This is an optimization exercise on Yosys and OpenROAD, whose aim is small area, not a production implementation.
Only simulation tests tie the RTL to the original design; equivalence was not proved.
Power is estimated from default activity; no workload was simulated. The flow treats the clock pin as an ideal source, which a real chip does not have.

v41:
==> flow/design.v <==
package weight_row_packer_pkg;
    localparam int DATA_W_DEF     = 128;
    localparam int ARRAY_N_DEF    = 32;
    localparam int WT_W_DEF       = 8;
    localparam int FIFO_DEPTH_DEF = 4;
    localparam int ROW_W_DEF      = ARRAY_N_DEF * WT_W_DEF;
    localparam int WPR_DEF        = ROW_W_DEF / DATA_W_DEF;
    typedef enum logic [1:0] {
        ST_IDLE    = 2'd0,
        ST_COLLECT = 2'd1,
        ST_DRAIN   = 2'd2
    } pk_state_e;
endpackage
module row_fifo_fwft #(
    parameter int HALF_W = 128,
    parameter int DEPTH  = 4,
    localparam int AW    = $clog2(DEPTH)
) (
    input  logic              clk,
    input  logic              wr_en,
    input  logic [AW-1:0]     wr_addr,
    input  logic [HALF_W-1:0] wr_lo,
    input  logic [HALF_W-1:0] wr_hi,
    input  logic [AW-1:0]     rd_addr,
    output logic [2*HALF_W-1:0] rd_data
);
    logic [2*HALF_W-1:0] mem [DEPTH];
    always_comb begin
        rd_data = '0;
        for (int i = 0; i < DEPTH; i++)
            rd_data = rd_data | (mem[i] & {2*HALF_W{rd_addr == AW'(i)}});
    end
    always_ff @(posedge clk) begin
        if (wr_en) mem[wr_addr] <= {wr_hi, wr_lo};
    end
endmodule
module weight_row_packer #(
    parameter  int DATA_W     = weight_row_packer_pkg::DATA_W_DEF,
    parameter  int ARRAY_N    = weight_row_packer_pkg::ARRAY_N_DEF,
    parameter  int WT_W       = weight_row_packer_pkg::WT_W_DEF,
    parameter  int FIFO_DEPTH = weight_row_packer_pkg::FIFO_DEPTH_DEF,
    localparam int ROW_W      = ARRAY_N * WT_W,
    localparam int WPR        = ROW_W / DATA_W,
    localparam int RC_W       = $clog2(ARRAY_N + 1)
) (
    input  logic              clk,
    input  logic              rst_n,
    input  logic              start,
    input  logic [RC_W-1:0]   tile_rows,
    input  logic              in_valid,
    input  logic [DATA_W-1:0] in_data,
    output logic              row_valid,
    output logic [ROW_W-1:0]  row_data,
    output logic [RC_W-1:0]   row_idx,
    input  logic              row_ready,
    output logic              busy,
    output logic              tile_done,
    output logic              err_overflow,
    output logic              err_stray
);
    localparam int AW = $clog2(FIFO_DEPTH);
    logic              st_collect, st_drain;
    logic [RC_W-1:0]   rows_left, pop_cnt, tgt_clamped;
    logic [AW:0]       wr_ptr;
    logic              beat_cnt;
    logic [DATA_W-1:0] asm_lo;
    logic              fifo_full, fifo_empty, row_done, push, pop;
    assign tgt_clamped = (tile_rows > RC_W'(ARRAY_N)) ? RC_W'(ARRAY_N) : tile_rows;
    assign fifo_empty  = (wr_ptr == pop_cnt[AW:0]);
    assign fifo_full   = (wr_ptr[AW] != pop_cnt[AW]) && (wr_ptr[AW-1:0] == pop_cnt[AW-1:0]);
    assign row_valid   = !fifo_empty;
    assign pop         = row_valid && row_ready;
    assign row_done    = st_collect && in_valid && beat_cnt;
    assign push        = row_done && (!fifo_full || pop);
    assign busy        = st_collect || st_drain;
    assign row_idx     = pop_cnt;
    always_ff @(posedge clk) begin
        if (!beat_cnt) asm_lo <= in_data;
    end
    always_ff @(posedge clk) begin
        if (!busy && start)   rows_left <= tgt_clamped;
        else if (row_done)    rows_left <= rows_left - RC_W'(1);
    end
    always_ff @(posedge clk or negedge rst_n) begin
        if (!rst_n) begin
            st_collect   <= 1'b0;
            st_drain     <= 1'b0;
            pop_cnt      <= '0;
            wr_ptr       <= '0;
            beat_cnt     <= 1'b0;
            err_overflow <= 1'b0;
            err_stray    <= 1'b0;
            tile_done    <= 1'b0;
        end else begin
            tile_done <= st_drain && fifo_empty;
            if (pop)  pop_cnt <= pop_cnt + RC_W'(1);
            if (push) wr_ptr  <= wr_ptr + 1'b1;
            if (!busy) begin
                if (start) begin
                    pop_cnt      <= '0;
                    wr_ptr       <= '0;
                    err_overflow <= 1'b0;
                    err_stray    <= 1'b0;
                    st_collect   <= (tgt_clamped != '0);
                    st_drain     <= (tgt_clamped == '0);
                end
                if (in_valid) err_stray <= 1'b1;
            end
            if (st_collect) begin
                if (in_valid) beat_cnt <= !beat_cnt;
                if (row_done) begin
                    if (!push) err_overflow <= 1'b1;
                    if (rows_left == RC_W'(1)) begin
                        st_collect <= 1'b0;
                        st_drain   <= 1'b1;
                    end
                end
            end
            if (st_drain) begin
                if (in_valid) err_stray <= 1'b1;
                if (fifo_empty) st_drain <= 1'b0;
            end
        end
    end
    row_fifo_fwft #(
        .HALF_W (DATA_W),
        .DEPTH  (FIFO_DEPTH)
    ) u_fifo (
        .clk     (clk),
        .wr_en   (push),
        .wr_addr (wr_ptr[AW-1:0]),
        .wr_lo   (asm_lo),
        .wr_hi   (in_data),
        .rd_addr (pop_cnt[AW-1:0]),
        .rd_data (row_data)
    );
endmodule
==> flow/config.mk <==
export PLATFORM = sky130hd
export DESIGN_NAME = weight_row_packer
export DESIGN_NICKNAME = weight_row_packer
export VERILOG_FILES = /design/flow/design.v
export SDC_FILE = /design/flow/constraint.sdc
export NUM_CORES = 4
export LEC_CHECK = 0
export CAP_MARGIN = 20
export CORE_MARGIN = 2
export CORE_UTILIZATION = 70
export PLACE_DENSITY = 0.82
export SLEW_MARGIN = 20
==> flow/constraint.sdc <==
create_clock -name core_clock -period 6.0 [get_ports {clk}]
set_input_delay 1.2000 -clock core_clock [delete_from_list [all_inputs] [get_ports {clk}]]
set_output_delay 1.2000 -clock core_clock [all_outputs]
set_load 0.01 [all_outputs]
standard.sh (not shown) runs the stock make flow with config.mk's settings and CLKGATE_MAP_FILE= SYNTH_SCRIPT=/design/flow/synth_recipe.tcl, a recipe that flattens the netlist after the stock synthesis.
==> flow/flow/run.sh <==
#!/bin/bash
# The standard ORFS layout, with two changes: ports are buffered with the smallest
# buffer, and clock tree synthesis uses small clock buffers without dummy loads.
set -euo pipefail
export BUFFER_PORTS_ARGS="-buffer_cell sky130_fd_sc_hd__buf_1"
export CTS_ARGS="-sink_clustering_enable -repair_clock_nets -dont_use_dummy_load -buf_list {sky130_fd_sc_hd__clkbuf_4 sky130_fd_sc_hd__clkbuf_8} -sink_clustering_size 18 -sink_clustering_max_diameter 80"
bash standard.sh > flow_standard.log 2>&1
v41: full flow OK, the timing, design-rule and antenna checks passed
Here is what was changed in the inputs of v3 compared with v41.
- changing CORE_UTILIZATION from 70 to 40
- removing PLACE_DENSITY (formerly 0.82)
==> flow/flow/run.sh <==
#!/bin/bash
# The standard ORFS layout, with two changes: ports are buffered with the smallest
# buffer, and clock tree synthesis uses small clock buffers without dummy loads.
set -euo pipefail
export BUFFER_PORTS_ARGS="-buffer_cell sky130_fd_sc_hd__buf_1"
export CTS_ARGS="-sink_clustering_enable -repair_clock_nets -dont_use_dummy_load -buf_list {sky130_fd_sc_hd__clkbuf_4 sky130_fd_sc_hd__clkbuf_8} -sink_clustering_size 16 -sink_clustering_max_diameter 40"
bash standard.sh > flow_standard.log 2>&1
[summary]
- Maximum fanout encountered on the critical timing path of v3 exceeds that of v41 by more than 10%.
- Count of inverters not on the clock network in the layout came out exactly the same in v41 and v3.
- When v3 is measured against v41, its portion of total power attributed to combinational logic turns out 0.8 points lower.
- Time the final worst path needs with I/O delays and setup: v41 vs v3, no meaningful difference
- Layout net count went up by a few percent going from v41 to v3.
- Higher instance count on the critical path among v41 and v3: v3
--- input diff v3..v10 ---
- CORE_UTILIZATION now 75, was 40
- CAP_MARGIN now 10, was 20
- SLEW_MARGIN now 10, was 20
- PLACE_DENSITY now 0.85, previously not set
==> flow/flow/run.sh <==
#!/bin/bash
# The standard ORFS layout, with two changes: ports are buffered with the smallest
# buffer, and clock tree synthesis uses small clock buffers without dummy loads.
set -euo pipefail
export BUFFER_PORTS_ARGS="-buffer_cell sky130_fd_sc_hd__buf_1"
export CTS_ARGS="-sink_clustering_enable -repair_clock_nets -dont_use_dummy_load -buf_list sky130_fd_sc_hd__clkbuf_16 -sink_clustering_size 30 -sink_clustering_max_diameter 80"
bash standard.sh > flow_standard.log 2>&1
==> run summary <==
Looking at v10 and v3, the post-route antenna net violation count is a wash.
Timing endpoint of the critical path = row_data[169]: v10; timing endpoint of the critical path = row_data[103]: v3
Initial antenna violation count (higher): v10
Higher total wire length was reported by v3, not v10.
The count of clock-buffer cells in the layout number comes out lower for v10 vs v3.
Compared with v3, total chip power in v10 decreased by a few percent.
--- input diff v10..v35 ---
- PLACE_DENSITY now 0.82, was 0.85
- SLEW_MARGIN now 20, was 10
- CORE_UTILIZATION now 70, was 75
- CAP_MARGIN now 20, was 10
==> flow/flow/run.sh <==
#!/bin/bash
# The standard ORFS layout, with two changes: ports are buffered with the smallest
# buffer, and clock tree synthesis uses small clock buffers without dummy loads.
set -euo pipefail
export BUFFER_PORTS_ARGS="-buffer_cell sky130_fd_sc_hd__buf_1"
export CTS_ARGS="-sink_clustering_enable -repair_clock_nets -dont_use_dummy_load -buf_list {sky130_fd_sc_hd__clkbuf_4 sky130_fd_sc_hd__clkbuf_8} -sink_clustering_size 21 -sink_clustering_max_diameter 80"
bash standard.sh > flow_standard.log 2>&1
Results
Changes observed in v35 relative to v10: worst IR drop on VDD lower, count of buffers not belonging to the clock network in the layout up about 0.7%, power lost 0.51 mW, cell area dropped about 0.3%, first-pass GRT wire length moved down.
Going from v10 to v35, inserted tap cell count went up, clock share of power fell 1.9 points, length of routed wiring on met1 saw an increase.
Here is what was changed in the inputs of v43 compared with v35.
- setting GPL_TIMING_DRIVEN to 0 for the first time
- changing CORE_UTILIZATION from 70 to 75
- changing PLACE_DENSITY from 0.82 to 0.85
- changing SLEW_MARGIN from 20 to 10
- changing CAP_MARGIN from 20 to 10
==> flow/flow/run.sh <==
#!/bin/bash
# The standard ORFS layout, with two changes: ports are buffered with the smallest
# buffer, and clock tree synthesis uses small clock buffers without dummy loads.
set -euo pipefail
export BUFFER_PORTS_ARGS="-buffer_cell sky130_fd_sc_hd__buf_1"
export CTS_ARGS="-sink_clustering_enable -repair_clock_nets -dont_use_dummy_load -buf_list {sky130_fd_sc_hd__clkbuf_4 sky130_fd_sc_hd__clkbuf_8} -sink_clustering_size 18 -sink_clustering_max_diameter 80"
bash standard.sh > flow_standard.log 2>&1
[summary]
Per the comparison of v43 with v35, total wire length after detailed routing climbed about 8%; layout buffering overhead excluding clock cells picked up an extra 1.0 points; maximum frequency now sits lower.
Portion of total power attributed to the clock network, v35 and v43: higher on v43

[static timing again, ports no longer ideal]
The flow's constraints put no driver on any port. The routed layouts listed below were extracted and timed again, unchanged, in two steps.
Step 1 assumes that a clkbuf_16 drives the clock port and a buf_2 every other input.
Step 2 adds t to the input delays and takes it off the output delays; t is the mean of the earliest and latest rising clock arrival at the registers after step 1. Input paths then give back, and output paths get back, about the clock's delay inside the block.
a / b / c = ideal / step 1 / step 2; a / b = the first two.
run	shift t [ns]	setup WS [ns]	worst setup path after step 2	worst register clock-pin slew, ns
v41	0.713	1.440 / 1.381 / 2.093	register to output	0.12 / 0.12
v3	0.833	1.442 / 1.382 / 2.071	input to register	0.09 / 0.09
v10	0.650	1.503 / 1.444 / 1.951	input to register	0.11 / 0.11
v35	0.764	1.371 / 1.311 / 2.075	register to output	0.12 / 0.12
v43	0.725	0.989 / 0.932 / 1.657	register to output	0.11 / 0.11
After both steps every run listed still meets setup and hold.
